This is an optimization exercise on Yosys and OpenROAD, whose aim is small area, not a production implementation.
Only simulation tests tie the RTL to the original design; equivalence was not proved.
Power is estimated from default activity; no workload was simulated.

$ cat design/flow/flow/run.sh
#!/bin/bash
# Standard layout flow with two changes: plain buffers on the ports instead
# of delay cells, and a clock tree of clkbuf_8 cells without dummy loads.
# The full output of the standard flow goes to standard.log here.
export BUFFER_PORTS_ARGS="-buffer_cell sky130_fd_sc_hd__buf_2"
export CTS_ARGS="-sink_clustering_enable -repair_clock_nets -dont_use_dummy_load -buf_list sky130_fd_sc_hd__clkbuf_8 -sink_clustering_size 15 -sink_clustering_max_diameter 60"
bash standard.sh > standard.log 2>&1
$ cat design/flow/standard.sh
#!/bin/bash
# synth_recipe.tcl (not shown) runs the flow's synth.tcl, then flattens the netlist and writes it again
# the make line also repeats each setting of config.mk as NAME=value (left out here)
make -C /OpenROAD-flow-scripts/flow DESIGN_CONFIG=/design/flow/config.mk WORK_HOME=/design/flow/orfs CLKGATE_MAP_FILE= SYNTH_SCRIPT=/design/flow/synth_recipe.tcl "${@:-finish}"
$ cat design/flow/config.mk
export PLATFORM = sky130hd
export DESIGN_NAME = mem_wb_stage
export DESIGN_NICKNAME = mem_wb_stage
export VERILOG_FILES = /design/flow/design.v
export SDC_FILE = /design/flow/constraint.sdc
export NUM_CORES = 4
export LEC_CHECK = 0
export CAP_MARGIN = 20
export CORE_MARGIN = 2
export CORE_UTILIZATION = 35
export CTS_BUF_LIST = sky130_fd_sc_hd__clkbuf_16
export CTS_CLUSTER_DIAMETER = 100
export CTS_CLUSTER_SIZE = 20
export PLACE_DENSITY = 0.45
export SETUP_SLACK_MARGIN = 0.1
export SLEW_MARGIN = 20
export SYNTH_HIERARCHICAL = 1
export SYNTH_MINIMUM_KEEP_SIZE = 0
$ cat design/flow/constraint.sdc
create_clock -name core_clock -period 10.0 [get_ports {clk}]
set_input_delay 2.0000 -clock core_clock [delete_from_list [all_inputs] [get_ports {clk}]]
set_output_delay 2.0000 -clock core_clock [all_outputs]
set_load 0.01 [all_outputs]
$ cat design/flow/design.v
`default_nettype none
module mem_wb_wsel (
    input  wire logic i_new_n,
    input  wire logic i_old,
    input  wire logic i_we,
    input  wire logic i_we_n,
    output logic      o_d
);
    assign o_d = ~((i_old | i_we) & (i_new_n | i_we_n));
endmodule
module mem_wb_rsel (
    input  wire logic i_d0,
    input  wire logic i_d1,
    input  wire logic i_sel0_n,
    input  wire logic i_sel1_n,
    output logic      o_y
);
    assign o_y = ~((i_d0 | i_sel0_n) & (i_d1 | i_sel1_n));
endmodule
module mem_wb_nand2 (
    input  wire logic i_a,
    input  wire logic i_b,
    output logic      o_y
);
    assign o_y = ~(i_a & i_b);
endmodule
module mem_wb_nor2 (
    input  wire logic i_a,
    input  wire logic i_b,
    output logic      o_y
);
    assign o_y = ~(i_a | i_b);
endmodule
module mem_wb_or16 (
    input  wire logic [15:0] i_a,
    output logic             o_y
);
    assign o_y = |i_a;
endmodule
module mem_wb_or8 (
    input  wire logic [7:0] i_a,
    output logic            o_y
);
    assign o_y = |i_a;
endmodule
module mem_wb_or128 (
    input  wire logic [127:0] i_a,
    output logic              o_y
);
    logic [7:0] w_l2;
    for (genvar i = 0; i < 8; i++) begin : g_l2
        mem_wb_or16 u_g (.i_a(i_a[16*i +: 16]), .o_y(w_l2[i]));
    end
    mem_wb_or8 u_l3 (.i_a(w_l2), .o_y(o_y));
endmodule
module mem_wb_stage (
    input  wire logic          clk,
    input  wire logic          reset,    
    input  wire logic [7:0]    ans_ex,
    input  wire logic [7:0]    B_Bypass,
    input  wire logic          mem_en_ex,
    input  wire logic          mem_rw_ex,
    input  wire logic          mem_mux_sel_ex,
    input  wire logic [4:0]    RW_ex,
    input  wire logic [7:0]    dbg_addr,
    output logic      [7:0]    wb_data,
    output logic      [4:0]    RW_wb,
    output logic               ld_hit,
    output logic      [7:0]    dbg_data
);
    localparam int c_DEPTH = 256;
    logic [c_DEPTH-1:0][7:0] r_mem_p;
    logic                    r_phase;
    logic [c_DEPTH-1:0][7:0] w_mem_d;
    logic [7:0] r_wb_data;
    logic [4:0] r_rw_wb;
    logic       r_ld_hit;
    logic       w_load;
    logic       w_store;
    logic [7:0] w_new_n;
    logic [7:0] w_ld_tree;
    logic [7:0] w_dbg_tree;
    logic [7:0] w_ld_data;
    logic [7:0] w_wb_next;
    logic [4:0] w_rw_next;
    logic [15:0] w_a_hi, w_a_lo, w_a_lo_n, w_st_hi_n;
    logic [15:0] w_d_hi, w_d_lo;
    logic [c_DEPTH-1:0]         w_we;
    logic [c_DEPTH-1:0]         w_ld_sel_n;
    logic [c_DEPTH-1:0]         w_dbg_sel_n;
    logic [7:0][c_DEPTH/2-1:0]  w_ld_y;
    logic [7:0][c_DEPTH/2-1:0]  w_dbg_y;
    assign w_load  = mem_en_ex & ~mem_rw_ex;
    assign w_store = mem_en_ex &  mem_rw_ex & reset;
    assign w_new_n = (B_Bypass ^ {8{r_phase}}) | {8{~w_store}};
    always_ff @(posedge clk) begin
        r_phase <= ~r_phase;
    end
    for (genvar i = 0; i < 16; i++) begin : g_pre
        assign w_a_hi[i]    = (ans_ex[7:4] == i[3:0]);
        assign w_a_lo[i]    = (ans_ex[3:0] == i[3:0]);
        assign w_a_lo_n[i]  = ~w_a_lo[i];
        assign w_st_hi_n[i] = ~(w_a_hi[i] & w_store);
        assign w_d_hi[i]    = (dbg_addr[7:4] == i[3:0]);
        assign w_d_lo[i]    = (dbg_addr[3:0] == i[3:0]);
    end
    for (genvar k = 0; k < c_DEPTH; k++) begin : g_word
        mem_wb_nor2  u_we   (.i_a(w_st_hi_n[k/16]), .i_b(w_a_lo_n[k%16]), .o_y(w_we[k]));
        mem_wb_nand2 u_ld   (.i_a(w_a_hi[k/16]),   .i_b(w_a_lo[k%16]),    .o_y(w_ld_sel_n[k]));
        mem_wb_nand2 u_dbg  (.i_a(w_d_hi[k/16]),   .i_b(w_d_lo[k%16]),    .o_y(w_dbg_sel_n[k]));
        for (genvar b = 0; b < 8; b++) begin : g_bit
            mem_wb_wsel u_wsel (
                .i_new_n(w_new_n[b]), .i_old(r_mem_p[k][b]), .i_we(w_we[k]), .i_we_n(w_ld_sel_n[k]),
                .o_d(w_mem_d[k][b])
            );
        end
        always_ff @(posedge clk) begin
            r_mem_p[k] <= w_mem_d[k];
        end
    end
    for (genvar p = 0; p < c_DEPTH / 2; p++) begin : g_pair
        for (genvar b = 0; b < 8; b++) begin : g_bit
            mem_wb_rsel u_ld (
                .i_d0(r_mem_p[2*p][b]), .i_d1(r_mem_p[2*p+1][b]),
                .i_sel0_n(w_ld_sel_n[2*p]), .i_sel1_n(w_ld_sel_n[2*p+1]),
                .o_y(w_ld_y[b][p])
            );
            mem_wb_rsel u_dbg (
                .i_d0(r_mem_p[2*p][b]), .i_d1(r_mem_p[2*p+1][b]),
                .i_sel0_n(w_dbg_sel_n[2*p]), .i_sel1_n(w_dbg_sel_n[2*p+1]),
                .o_y(w_dbg_y[b][p])
            );
        end
    end
    for (genvar b = 0; b < 8; b++) begin : g_tree
        mem_wb_or128 u_ld  (.i_a(w_ld_y[b]),  .o_y(w_ld_tree[b]));
        mem_wb_or128 u_dbg (.i_a(w_dbg_y[b]), .o_y(w_dbg_tree[b]));
    end
    assign w_ld_data = ~(w_ld_tree ^ {8{r_phase}});
    assign dbg_data  = ~(w_dbg_tree ^ {8{r_phase}});
    always_comb begin
        w_wb_next = ans_ex;
        w_rw_next = RW_ex;
        if (mem_mux_sel_ex) begin
            if (w_load) begin
                w_wb_next = w_ld_data;
            end else begin
                w_wb_next = 8'h00;
                w_rw_next = {1'b0, RW_ex[3:0]};
            end
        end
    end
    always_ff @(posedge clk or negedge reset) begin
        if (!reset) begin
            r_wb_data <= 8'h00;
            r_rw_wb   <= 5'h00;
            r_ld_hit  <= 1'b0;
        end else begin
            r_wb_data <= w_wb_next;
            r_rw_wb   <= w_rw_next;
            r_ld_hit  <= w_load;
        end
    end
    assign wb_data  = r_wb_data;
    assign RW_wb    = r_rw_wb;
    assign ld_hit   = r_ld_hit;
endmodule
`default_nettype wire
==> results.ini, run 1 <==
[outcome]
status = no timing/DRC/antenna violations

[global_route]
grt_pass1_vias = 72571
antenna_found_initial = 33
grt_remaining_overflow = 0
track_usage_pct = 34.7
grt_max_degree = 136
grt_pass1_wl_mm = 551

[drt]
via_count = 79106
via_per_inst = 7.17
wl_per_cell_um = 36.0
wl_mm = 397
first_pass_iters = 6
postRouteAntennaNets = 0
drc = 0
drt_iter0_drc = 10197

[power]
sw_frac_of_total_pct = 26.3
ir_worst_vdd_mv = 0.160
p_seq_share_pct = 61.6
power_density_nw_per_um2 = 167
p_int_mw = 10.2
leakage_nw = 30.9
power.switching_mw = 3.66
clockPowerShare_pct = 32.0
power_frac_comb_pct = 6.4

[floorplanning]
ios = 56
core_um2 = 214000
fp-row-count = 170
die_area_um2 = 219000
die_w_um = 468
initial_core_util_pct = 35.1
die_h_um = 468

[clocking]
postCtsSetupBuffers = 0
cts_buffers = 181
cts.sinks = 2063
postCtsResizedCells = 0
cts_hold_buf = 0
htreeDepth = 4
clkTransAtPathRegs_ps = 60
cts_tree = done
cts-root-buf = clkbuf_8
clk_path_buf_depth = 3
clock_latency_ps = 1000

[sta]
maxClockFrequency_ghz = 0.112
worst_pin_slew_ps = 1240
hold_violations = 0
finClkSkew_ps = 75.4
fin_ws_ps = 1040
drv_slew = 0
hold_ws_ps = 472
period_share_pct = 89.6
setup_viol = 0
relSlewSlack_pct = 16.4
period_minus_slack_ps = 8960
setup_tns_ps = 0
grt_setup_unrepaired = no

[finish]
layout_common_cells = 4096 x o22ai_1, 2048 x dfxtp_1, 534 x nand2_1
final_common_cell = o22ai_1
multi_input_area_um2 = 34300
fillerInstances = 21503
layout-drive-gt1-share_pct = 5.62
post-route-cell-area_um2 = 83200
final_util_pct = 38.9
area_growth_pct = 10.6
fin_nets = 8200
seqCellArea_um2 = 41400

[place]
place_hpwl_mm = 265
gp_congestion = 0.989
io_buffer_count = 55
post_dp_cell_area_um2 = 80600
pre_cts_ws_ps = 1330

[setup_path]
crit_fanout = 16
critPathBufInv = 3
critPathSlowestCell = nor4_1
crit_chain = buf_2 -> nand2b_1 -> nor2_4 -> buf_4 -> nand2_1 -> o22ai_1 -> nor4_1 -> nand4_1 -> nor4_1 -> nand2_1 -> xnor2_1 -> buf_2
crit_path_max_incr_delay_ps = 1110
critPathKind = input port to output pin
cp.required_ps = 8000
crit_path_start_kind = input port
path_delay_family = simple AND/OR/NAND/NOR gates
arrival_ps = 6960
end_kind = output pin

[logic_synthesis]
yosys_warnings = 7
synthTopCellsByArea = dfxtp_1 55%, o22ai_1 34%, nor4_1 4.6%
synth.avg_cell_area_um2 = 9.64
yosysTopAreaCellShare_pct = 54.5
ys_types = 26
netlist_instances = 7807
syn_area_um2 = 75200
ys_seq_elements = 2063
synth_fp_nets = 7841
ys_seq_area_share_pct = 55.0
synth_area_leader_cell = dfxtp_1

[flow_run]
max_cap_viol_count = 0

[worst_hold_path]
hold_path_class = flip-flop to flip-flop

synthesized netlist by cell type, drive strengths merged:
| library cell | instances |
|---|---|
| nand3 | 16 |
| clkinv | 1 |
| nor2 | 295 |
| xor2 | 8 |
| xnor2 | 16 |
| nand3b | 1 |
| and2b | 1 |
| dfxtp | 2049 |
| inv | 3 |
| or3 | 5 |
| buf | 13 |
| o2bb2ai | 8 |
| nand2 | 552 |
| nor3 | 24 |
| nand4 | 131 |
| and3 | 1 |
| o22ai | 4096 |
| dfrtp | 14 |
| nor2b | 8 |
| o21a | 1 |
| nor4 | 548 |
| nand2b | 16 |
logic make-up after synthesis:
| logic type | Yosys count | synth area share [%] |
|---|---|---|
| compound gates | 4105 | 34.2 |
| flops | 2063 | 55.0 |
| simple gates | 1598 | 10.4 |
| xor+xnor | 24 | 0.279 |
| buf+inv | 17 | 0.151 |
flip-flops by register name, indices dropped and copies added, names as in the netlist:
name and cells:
r_rw_wb 5, r_ld_hit 1, r_mem_p 2048, r_phase 1
r_wb_data 8
per-module statistics from Yosys, one instance, submodules excluded, excerpt:
module | flip-flops and latches | cells
mem_wb_rsel | 0 | 1
mem_wb_nor2 | 0 | 1
mem_wb_stage | 2063 | 2255
mem_wb_wsel | 0 | 1
mem_wb_nand2 | 0 | 1
mem_wb_or16 | 0 | 5
mem_wb_or8 | 0 | 3
final cells by class:
type,instances,share of cell area [%]
diodes,30,0.0902
clock buffers,181,2.99
repair buffers,189,1.76
inverters,4,0.0195
well taps,2838,4.27
flip-flops and latches,2063,49.7
multi-input cells,5727,41.2
routing by layer:
| layer | part of all wire (%) | vias up | global-route usage, % |
|---|---|---|---|
| met1 | 41 | 39175 | 45.3 |
| met5 | 0.012 | - | 0 |
| met3 | 8.8 | 1071 | 7.10 |
| met2 | 43 | 4563 | 52.3 |
| met4 | 7.1 | 8 | 21.5 |
| li1 | - | 34289 | - |
power by group through the flow:
stage	Clock (mW)	Sequential, mW	Combinational [mW]
after floorplan	0	8.70	0.380
after global placement	0	8.74	0.854
after detailed placement	0	8.74	0.864
after CTS	4.54	8.55	0.864
after global routing	4.83	8.58	0.898
final	4.45	8.56	0.894
worst paths after layout:
path / cells after the start / slack, ps / startpoint / endpoint
worst max-delay path: 12 / 1040 / dbg_addr[2] / dbg_data[0]
worst min-delay path: 1 / 470 / r_mem_p[1885] / r_mem_p[1885]
worst max register to register: 7 / 6010 / r_mem_p[590] / r_wb_data[6]
worst min register to register: 1 / 470 / r_mem_p[1885] / r_mem_p[1885]
max in group asynchronous: 1 / 8590 / reset / r_wb_data[2]
min in group asynchronous: 1 / 960 / reset / r_rw_wb[0]
metrics by stage:
step | instances | power, mW
global route | 11011 | 14.3
CTS | 11001 | 14.0
finish | 11032 | 13.9
floorplan | 7807 | 9.08
global placement | 10816 | 9.60
detailed placement | 10820 | 9.61
==> inputs of run 2 (changes only) <==
--- a/design/flow/config.mk
+++ b/design/flow/config.mk
@@ -13,3 +13,2 @@
 export CTS_CLUSTER_SIZE = 20
-export PLACE_DENSITY = 0.45
 export SETUP_SLACK_MARGIN = 0.1
==> results.ini, run 2 <==
[outcome]
status = no timing/DRC/antenna violations

[logic_synthesis]
ys_seq_elements = 2063
synthTopCellsByArea = dfxtp_1 55%, o22ai_1 34%, nor4_1 4.6%
synth.avg_cell_area_um2 = 9.64
ys_async_sr_fraction_pct = 0.679
synth_fp_nets = 7841
syn_area_um2 = 75200
yosys_warnings = 7
synth_flop_cell = dfxtp_1
netlist_instances = 7807
synth_most_common_cell = o22ai_1
yosys-top-cells-count = 4096 x o22ai_1, 2049 x dfxtp_1, 550 x nand2_1, 548 x nor4_1, 295 x nor2_1
synth_area_leader_cell = dfxtp_1
synth-edff-count = 0
yosysTopAreaCellShare_pct = 54.5
ys_seq_area_share_pct = 55.0
ys_types = 26

[floorplanning]
die_w_um = 468
die_area_um2 = 219000
initial_core_util_pct = 35.1
die_h_um = 468
core_um2 = 214000
ios = 56
fp-row-count = 170

[sta]
maxClockFrequency_ghz = 0.109
hold_violations = 0
fin_ws_ps = 788
drv_slew = 0
period_share_pct = 92.1
relSlewSlack_pct = 10.1
setup_tns_ps = 0
finClkSkew_ps = 89.9
setup_viol = 0
worst_pin_slew_ps = 1340
grt_setup_unrepaired = no
hold_ws_ps = 474
period_minus_slack_ps = 9210

[clocking]
cts-root-buf = clkbuf_8
postCtsResizedCells = 0
cts_hold_buf = 0
postCtsSetupBuffers = 0
cts.sinks = 2063
cts_tree = done
clk_path_buf_depth = 3
clkTransAtPathRegs_ps = 60
cts_buffers = 173
htreeDepth = 4
clock_latency_ps = 1020

[finish]
layout-drive-gt1-share_pct = 5.36
area_growth_pct = 10.2
multi_input_area_um2 = 34200
final_common_cell = o22ai_1
layout_common_cells = 4096 x o22ai_1, 2048 x dfxtp_1, 539 x nor4_1
fin_nets = 8184
largestRegisters = r_mem_p (2048), r_wb_data (8), r_rw_wb (5)
regMostFlops = r_mem_p
final_util_pct = 38.7
largest_register_ffs = 2048
fillerInstances = 21270
final-instance-count-excl-fill = 10999
seqCellArea_um2 = 41400
post-route-cell-area_um2 = 82900

[setup_path]
arrival_ps = 7210
endpoint = dbg_data[7]
critPathKind = input port to output pin
crit_path_start_kind = input port
critPathBufInv = 4
cp.required_ps = 8000
crit_chain = buf_2 -> nand2b_1 -> nor2_4 -> buf_4 -> nand2_1 -> o22ai_1 -> nor4_1 -> nand4_1 -> nor4_1 -> buf_4 -> nand2_1 -> xnor2_1 -> buf_2
crit_fanout = 13
r2r-end = r_wb_data[5]
r2r_cells = 7
rrSetupSlack_ps = 5910
path_delay_family = simple AND/OR/NAND/NOR gates
cp-startpoint = dbg_addr[1]
cp.depth = 13
end_kind = output pin
r2r-start = r_mem_p[1053]
crit_path_max_incr_delay_ps = 1050
critPathSlowestCell = nor4_1

[drt]
drt_iter0_drc = 13056
wl_mm = 370
via_per_inst = 7.27
postRouteAntennaNets = 0
first_pass_iters = 9
via_count = 79975
drc = 0
wl_per_cell_um = 33.7

[power]
power_density_nw_per_um2 = 166
ir_worst_vdd_mv = 0.130
power.total_mw = 13.7
leakage_nw = 30.8

[place]
pre_cts_ws_ps = 1140
placed_cells = 10813
io_buffer_count = 55
gp_congestion = 1.06
post_dp_cell_area_um2 = 80500
place_hpwl_mm = 248

[worst_hold_path]
hold_path_class = flip-flop to flip-flop
min_from = r_mem_p[713]

[global_route]
grt_max_degree = 156
antenna_found_initial = 26
grt_pass1_vias = 72410
grt_pass1_wl_mm = 522
grt_remaining_overflow = 0
track_usage_pct = 32.1

[flow_run]
max_cap_viol_count = 0

==> run 2: cell counts after synthesis <==
No cell type changed its count.
==> run 2: how the worst min path moves through the flow <==
stage	cells past startpoint	endpoint
after floorplan	1	r_mem_p[1000]
after global placement	1	r_mem_p[126]
after detailed placement	1	r_mem_p[1844]
after CTS	1	r_mem_p[713]
after global routing	1	r_mem_p[36]
final	1	r_mem_p[713]
==> run 2: cell families after synthesis <==
logic type	synth area share (%)
AOI/OAI and AO/OA	34.2
xor gates and xnor gates	0.279
buffers and inverters	0.151
DFF	55.0
and+or+nand+nor	10.4
==> run 2: power by group <==
part           internal [mW]  switching (mW)
Combinational          0.250           0.635
Sequential              8.40           0.160
Clock                   1.54            2.75
==> run 2: final cells by class <==
class	instances	area share, %
clock buffer	173	2.87
antenna	13	0.0393
inverter	4	0.0181
sequential	2063	49.9
timing repair buffer	181	1.54
multi-input combinational	5727	41.3
tap	2838	4.28
==> run 2: routing by layer <==
layer / track usage (%) / vias up / wire [um]
met1: 42.0 / 38806 / 145000
met5: 0.220 / - / 201
met2: 47.1 / 5655 / 154000
met3: 8.30 / 1258 / 43200
met4: 20.0 / 20 / 27500
li1: - / 34236 / -
==> run 2: worst reg2reg max path, delay by kind of cell, from the launching register on <==
family | cells | cell delay [ps]
DFF | 1 | 400
and+or+nand+nor | 4 | 2590
AOI/OAI and AO/OA | 2 | 750
xor gates and xnor gates | 1 | 200
==> run 2: modules after synthesis, one instance, submodules excluded, a selection <==
| module | times used | area, um2 | cells inside | flip-flops and latches |
|---|---|---|---|---|
| mem_wb_nand2 | 512 | 3.75 | 1 | 0 |
| mem_wb_rsel | 2048 | 6.26 | 1 | 0 |
| mem_wb_or16 | 128 | 31.3 | 5 | 0 |
| mem_wb_stage | 1 | 42500 | 2255 | 2063 |
| mem_wb_nor2 | 256 | 3.75 | 1 | 0 |
| mem_wb_wsel | 2048 | 6.26 | 1 | 0 |
| mem_wb_or8 | 16 | 16.3 | 3 | 0 |
==> inputs of run 3 (changes only) <==
--- a/design/flow/config.mk
+++ b/design/flow/config.mk
@@ -7,3 +7,3 @@
 export LEC_CHECK = 0
-export CAP_MARGIN = 20
+export CAP_MARGIN = 30
 export CORE_MARGIN = 2
@@ -13,2 +13,3 @@
 export CTS_CLUSTER_SIZE = 20
+export PLACE_DENSITY = 0.7
 export SETUP_SLACK_MARGIN = 0.1
==> results.ini, run 3 <==
[outcome]
status = no timing/DRC/antenna violations

[sta]
worst_pin_slew_ps = 1230
drv_slew = 0
setup_tns_ps = 0
maxClockFrequency_ghz = 0.110
finClkSkew_ps = 72.8
grt_setup_unrepaired = no
hold_violations = 0
hold_ws_ps = 471
setup_viol = 0
period_minus_slack_ps = 9090
period_share_pct = 90.9
relSlewSlack_pct = 17.8

[logic_synthesis]
ys_seq_area_share_pct = 55.0
synth.avg_cell_area_um2 = 9.64
netlist_instances = 7807
yosys-top-cells-count = 4096 x o22ai_1, 2049 x dfxtp_1, 550 x nand2_1, 548 x nor4_1, 295 x nor2_1
synthTopCellsByArea = dfxtp_1 55%, o22ai_1 34%, nor4_1 4.6%
synth_area_leader_cell = dfxtp_1
synth_most_common_cell = o22ai_1
synth-edff-count = 0
yosys_warnings = 7
yosysTopAreaCellShare_pct = 54.5
ys_async_sr_fraction_pct = 0.679
synth_fp_nets = 7841
ys_types = 26
syn_area_um2 = 75200
synth_flop_cell = dfxtp_1
ys_seq_elements = 2063

[setup_path]
crit_fanout = 11
critPathBufInv = 3
crit_path_max_incr_delay_ps = 1140
crit_chain = buf_2 -> nand2b_1 -> nor2_4 -> buf_4 -> nand2_1 -> o22ai_1 -> nor4_1 -> nand4_1 -> nor4_1 -> nand2_1 -> xnor2_1 -> buf_2
cp.required_ps = 8000
path_delay_family = simple AND/OR/NAND/NOR gates
critPathKind = input port to output pin
critPathSlowestCell = nor4_1
crit_path_start_kind = input port
arrival_ps = 7090
end_kind = output pin

[place]
io_buffer_count = 55
gp_congestion = 1.05
post_dp_cell_area_um2 = 80500
place_hpwl_mm = 243
placed_cells = 10807

[floorplanning]
fp-row-count = 170
die_h_um = 468
core_um2 = 214000
die_area_um2 = 219000
initial_core_util_pct = 35.1
die_w_um = 468
ios = 56

[drt]
postRouteAntennaNets = 0
drc = 0
drt_iter0_drc = 12770
via_per_inst = 7.32
wl_mm = 359
first_pass_iters = 7
wl_per_cell_um = 32.6
via_count = 80616

[clocking]
cts.sinks = 2063
postCtsSetupBuffers = 0
cts-root-buf = clkbuf_8
postCtsResizedCells = 0
cts_buffers = 171
clock_latency_ps = 940
clk_path_buf_depth = 3
cts_tree = done
htreeDepth = 4
clkTransAtPathRegs_ps = 70
cts_hold_buf = 0

[finish]
layout_common_cells = 4096 x o22ai_1, 2048 x dfxtp_1, 538 x nand2_1, 538 x nor4_1, 270 x nor2_1
largestRegisters = r_mem_p (2048), r_wb_data (8), r_rw_wb (5)
largest_register_ffs = 2048
final-instance-count-excl-fill = 11011
fin_nets = 8185
layout-drive-gt1-share_pct = 5.34
post-route-cell-area_um2 = 83100
regMostFlops = r_mem_p
multi_input_area_um2 = 34200
fillerInstances = 21146
final_common_cell = o22ai_1
final_util_pct = 38.8
area_growth_pct = 10.4
seqCellArea_um2 = 41400

[power]
ir_worst_vdd_mv = 0.135
power.switching_mw = 3.55
sw_frac_of_total_pct = 25.9
clockPowerShare_pct = 31.0
power_density_nw_per_um2 = 165
leakage_nw = 30.8
p_seq_share_pct = 62.4
power_frac_comb_pct = 6.6
p_int_mw = 10.2

[global_route]
grt_remaining_overflow = 0
antenna_found_initial = 30
grt_pass1_vias = 72847
track_usage_pct = 30.9
grt_max_degree = 153
grt_pass1_wl_mm = 505

[flow_run]
max_cap_viol_count = 0

[worst_hold_path]
hold_path_class = flip-flop to flip-flop

==> run 3: cell counts after synthesis <==
No cell type changed its count.
==> run 3: worst reg2reg max path, stage by stage (launching register included) <==
cell and delay [ps]:
dfxtp_1 370, o22ai_1 120, nor4_1 900, nand4_1 650, nor4_2 990, nand2_1 340
xor2_1 230, o2bb2ai_1 150
==> run 3: modules after synthesis, one instance, submodules excluded, excerpt <==
| module | cells inside | flip-flops and latches | times used | area [um2] |
|---|---|---|---|---|
| mem_wb_nand2 | 1 | 0 | 512 | 3.75 |
| mem_wb_nor2 | 1 | 0 | 256 | 3.75 |
| mem_wb_stage | 2255 | 2063 | 1 | 42500 |
| mem_wb_rsel | 1 | 0 | 2048 | 6.26 |
| mem_wb_or16 | 5 | 0 | 128 | 31.3 |
| mem_wb_or8 | 3 | 0 | 16 | 16.3 |
| mem_wb_wsel | 1 | 0 | 2048 | 6.26 |
==> run 3: cells by family after synthesis <==
logic type,share of synthesized area (%)
AOI/OAI and AO/OA,34.2
DFF,55.0
and+or+nand+nor,10.4
xor gates and xnor gates,0.279
buffers and inverters,0.151
==> run 3: cell type report <==
cell class / instances / area share [%]
timing repair buffer: 184 / 1.80
tap: 2838 / 4.27
sequential: 2063 / 49.8
antenna: 24 / 0.0723
clock buffer: 171 / 2.83
multi-input combinational: 5727 / 41.2
inverter: 4 / 0.0181
==> run 3: layer usage <==
metal	track usage [%]	vias up	routed length (um)
met5	0	-	211
met1	38.7	38501	133000
li1	-	34293	-
met2	44.7	6270	148000
met3	9.97	1528	47600
met4	21.7	24	29900
==> run 3: per-stage QoR <==
stage	setup slack [ps]	power, mW
5_1_grt	1250	14.0
3_3_place_gp	1330	9.56
3_5_place_dp	1490	9.59
6_report	908	13.7
2_1_floorplan	3110	9.08
4_1_cts	1490	13.7
==> run 3: worst paths after layout <==
check | from | depth (start not counted) | slack [ps] | to
min reg2reg | r_mem_p[54] | 1 | 470 | r_mem_p[54]
max in group asynchronous | reset | 1 | 8780 | r_wb_data[6]
max reg2reg | r_mem_p[184] | 7 | 6190 | r_wb_data[0]
min | r_mem_p[54] | 1 | 470 | r_mem_p[54]
min in group asynchronous | reset | 1 | 960 | r_wb_data[4]
max | dbg_addr[3] | 12 | 910 | dbg_data[7]
==> run 3: power by group through the flow <==
stage                     Clock [mW]  Combinational [mW]  Sequential [mW]
final                           4.25               0.909             8.56
after global routing            4.56               0.891             8.58
after CTS                       4.27               0.847             8.55
after detailed placement           0               0.848             8.74
after global placement             0               0.829             8.73
after floorplan                    0               0.380             8.70
==> inputs of run 4 (changes only) <==
--- a/design/flow/flow/run.sh
+++ b/design/flow/flow/run.sh
@@ -4,3 +4,3 @@
 # The full output of the standard flow goes to standard.log here.
-export BUFFER_PORTS_ARGS="-buffer_cell sky130_fd_sc_hd__buf_2"
+export BUFFER_PORTS_ARGS="-buffer_cell sky130_fd_sc_hd__buf_1"
 export CTS_ARGS="-sink_clustering_enable -repair_clock_nets -dont_use_dummy_load -buf_list sky130_fd_sc_hd__clkbuf_8 -sink_clustering_size 15 -sink_clustering_max_diameter 60"
--- a/design/flow/config.mk
+++ b/design/flow/config.mk
@@ -7,3 +7,3 @@
 export LEC_CHECK = 0
-export CAP_MARGIN = 30
+export CAP_MARGIN = 10
 export CORE_MARGIN = 2
@@ -13,5 +13,4 @@
 export CTS_CLUSTER_SIZE = 20
-export PLACE_DENSITY = 0.7
 export SETUP_SLACK_MARGIN = 0.1
-export SLEW_MARGIN = 20
+export SLEW_MARGIN = 10
 export SYNTH_HIERARCHICAL = 1
==> results.ini, run 4 <==
[drt]
dr_wl_met3_mm = 46.0
wirelength_met1_mm = 144
wl_per_cell_um = 33.8
via_per_inst = 7.35
drc = 0
first_pass_iters = 9
postRouteAntennaNets = 0
drt_iter0_drc = 12651
routed-wl-met2_mm = 156
via_count = 80983
wl_mm = 373
top_layer = met5

[finish]
regMostFlops = r_mem_p
largest_register_ffs = 2048
final_common_cell = o22ai_1
layout_common_cells = 4096 x o22ai_1, 2048 x dfxtp_1, 537 x nand2_1
fin_nets = 8195
final_util_pct = 38.7
post-route-cell-area_um2 = 83000
final-instance-count-excl-fill = 11024
area_growth_pct = 10.3
largestRegisters = r_mem_p (2048), r_wb_data (8), r_rw_wb (5)
layout-drive-gt1-share_pct = 4.85

[logic_synthesis]
ys_seq_area_share_pct = 55.0
netlist_instances = 7807
yosys_warnings = 7
synth_flop_cell = dfxtp_1
synth_fp_nets = 7841
ys_seq_elements = 2063
synth_area_leader_cell = dfxtp_1
syn_area_um2 = 75200
yosys-top-cells-count = 4096 x o22ai_1, 2049 x dfxtp_1, 550 x nand2_1, 548 x nor4_1, 295 x nor2_1
synth-edff-count = 0
synth_most_common_cell = o22ai_1
ys_types = 26
synthTopCellsByArea = dfxtp_1 55%, o22ai_1 34%, nor4_1 4.6%
yosysTopAreaCellShare_pct = 54.5
ys_async_sr_fraction_pct = 0.679
synth.avg_cell_area_um2 = 9.64

[floorplanning]
fp-row-count = 170
initial_core_util_pct = 35.1
die_area_um2 = 219000
ios = 56
core_um2 = 214000
die_w_um = 468
die_h_um = 468

[sta]
drv_slew = 0
setup_viol = 0
grt_setup_unrepaired = no
hold_violations = 0
maxClockFrequency_ghz = 0.107
period_share_pct = 93.4
relSlewSlack_pct = 6.64
period_minus_slack_ps = 9340
finClkSkew_ps = 108
fin_ws_ps = 663
worst_pin_slew_ps = 1400
setup_tns_ps = 0
hold_ws_ps = 388

[place]
post_dp_cell_area_um2 = 80500
io_buffer_count = 55
pre_cts_ws_ps = 915
gp_congestion = 1.04
place_hpwl_mm = 250
placed_cells = 10824

[outcome]
status = no timing/DRC/antenna violations

[clocking]
clk_path_buf_depth = 3
cts_buffers = 172
cts_tree = done
clock_latency_ps = 1040
cts.sinks = 2063
cts-root-buf = clkbuf_8
htreeDepth = 4
cts_hold_buf = 0
postCtsResizedCells = 0
clkTransAtPathRegs_ps = 100
postCtsSetupBuffers = 0

[power]
power.total_mw = 13.8
power_density_nw_per_um2 = 166
ir_worst_vdd_mv = 0.156
leakage_nw = 30.7

[global_route]
grt_remaining_overflow = 0
grt_pass1_vias = 72101
grt_pass1_wl_mm = 521
antenna_found_initial = 22
grt_max_degree = 136
track_usage_pct = 32.3

[setup_path]
crit_fanout = 16
critPathKind = input port to output pin
path_delay_family = simple AND/OR/NAND/NOR gates
end_kind = output pin
crit_chain = buf_1 -> nand2b_1 -> nor3_2 -> buf_4 -> nand2_1 -> o22ai_1 -> nor4_1 -> nand4_1 -> nor4_1 -> buf_4 -> nand2_1 -> xnor2_1 -> buf_1
cp.required_ps = 8000
crit_path_max_incr_delay_ps = 1230
crit_path_start_kind = input port
critPathBufInv = 4
rrSetupSlack_ps = 5530
arrival_ps = 7340
critPathSlowestCell = nor4_1

[flow_run]
max_cap_viol_count = 0

[worst_hold_path]
hold_path_class = flip-flop to flip-flop

==> run 4: cell counts after synthesis <==
No cell type changed its count.
==> run 4: layer usage <==
layer	global-route usage, %	vias to the layer above
met5	0	-
met4	19.5	14
met3	9.24	1356
met2	47.1	5923
met1	42.0	39399
li1	-	34291
==> run 4: power by group <==
part,internal (mW),total [mW],switching [mW]
registers,8.40,8.56,0.159
logic,0.248,0.894,0.646
clock network,1.53,4.31,2.78
total,10.2,13.8,3.58
==> run 4: cell families after synthesis <==
logic type,count (synthesis),share of synthesized area (%)
XOR/XNOR,24,0.279
flip-flops,2063,55.0
AND/OR/NAND/NOR,1598,10.4
AO/OA/AOI/OAI,4105,34.2
buffers and inverters,17,0.151
==> run 4: layout make-up <==
cell class / instances / area (um2)
fillers: 21194 / 131000
flip-flops and latches: 2063 / 41400
multi-input cells: 5727 / 34300
well taps: 2838 / 3550
clock buffers: 172 / 2370
repair buffers: 193 / 1320
diodes: 27 / 67.6
inverters: 4 / 15.0
==> run 4: worst paths after layout <==
kind | endpoint | startpoint | depth (start not counted)
max in group asynchronous | r_rw_wb[1] | reset | 2
min in group asynchronous | r_wb_data[7] | reset | 2
worst min-delay path | r_phase | r_phase | 1
worst max register to register | r_wb_data[5] | r_mem_p[501] | 7
worst min register to register | r_phase | r_phase | 1
worst max-delay path | dbg_data[6] | dbg_addr[2] | 13
==> run 4: worst reg2reg max path, cell delays in order, from the launching register on <==
cell	delay, ps
dfxtp_1	370
o22ai_1	100
nor4_1	900
nand4_1	590
nor4_2	1140
nand2_1	160
xor2_1	200
o2bb2ai_1	800
==> run 4: per-module statistics from Yosys, one instance, submodules excluded, a selection <==
module / cells inside / area [um2] / flip-flops and latches / copies in the design
mem_wb_nand2: 1 / 3.75 / 0 / 512
mem_wb_nor2: 1 / 3.75 / 0 / 256
mem_wb_or16: 5 / 31.3 / 0 / 128
mem_wb_or8: 3 / 16.3 / 0 / 16
mem_wb_rsel: 1 / 6.26 / 0 / 2048
mem_wb_stage: 2255 / 42500 / 2063 / 1
mem_wb_wsel: 1 / 6.26 / 0 / 2048

## what the ideal ports hide
In the flow no input, the clock included, has a driving cell. The finished layouts below were timed again as built, in two steps.
Step 1 sets driving cells, clkbuf_16 on the clock port and buf_2 on the other inputs (assumed; they add their load-dependent delay and slew).
Step 2 times the ports against the registers' clock, not the clock port: input delays grow and output delays shrink by t, the midpoint of the rising clock arrivals with the driver on.
Three values: no drivers, after step 1, after step 2; two values: the first two.
run	shift t [ns]	setup WS [ns]	worst hold slack (ns)
run 1	1.064	1.039 / 1.003 / 1.003	0.472 / 0.472 / 0.472
run 2	1.053	0.788 / 0.767 / 0.767	0.474 / 0.474 / 0.474
run 3	1.018	0.908 / 0.882 / 0.882	0.471 / 0.471 / 0.471
run 4	1.073	0.663 / 0.640 / 0.640	0.388 / 0.388 / 0.388
After both steps every run listed still meets setup and hold. The setup slack of run 1, which loses most, moves by -0.036 ns with the drivers and by -0.036 ns with both steps.
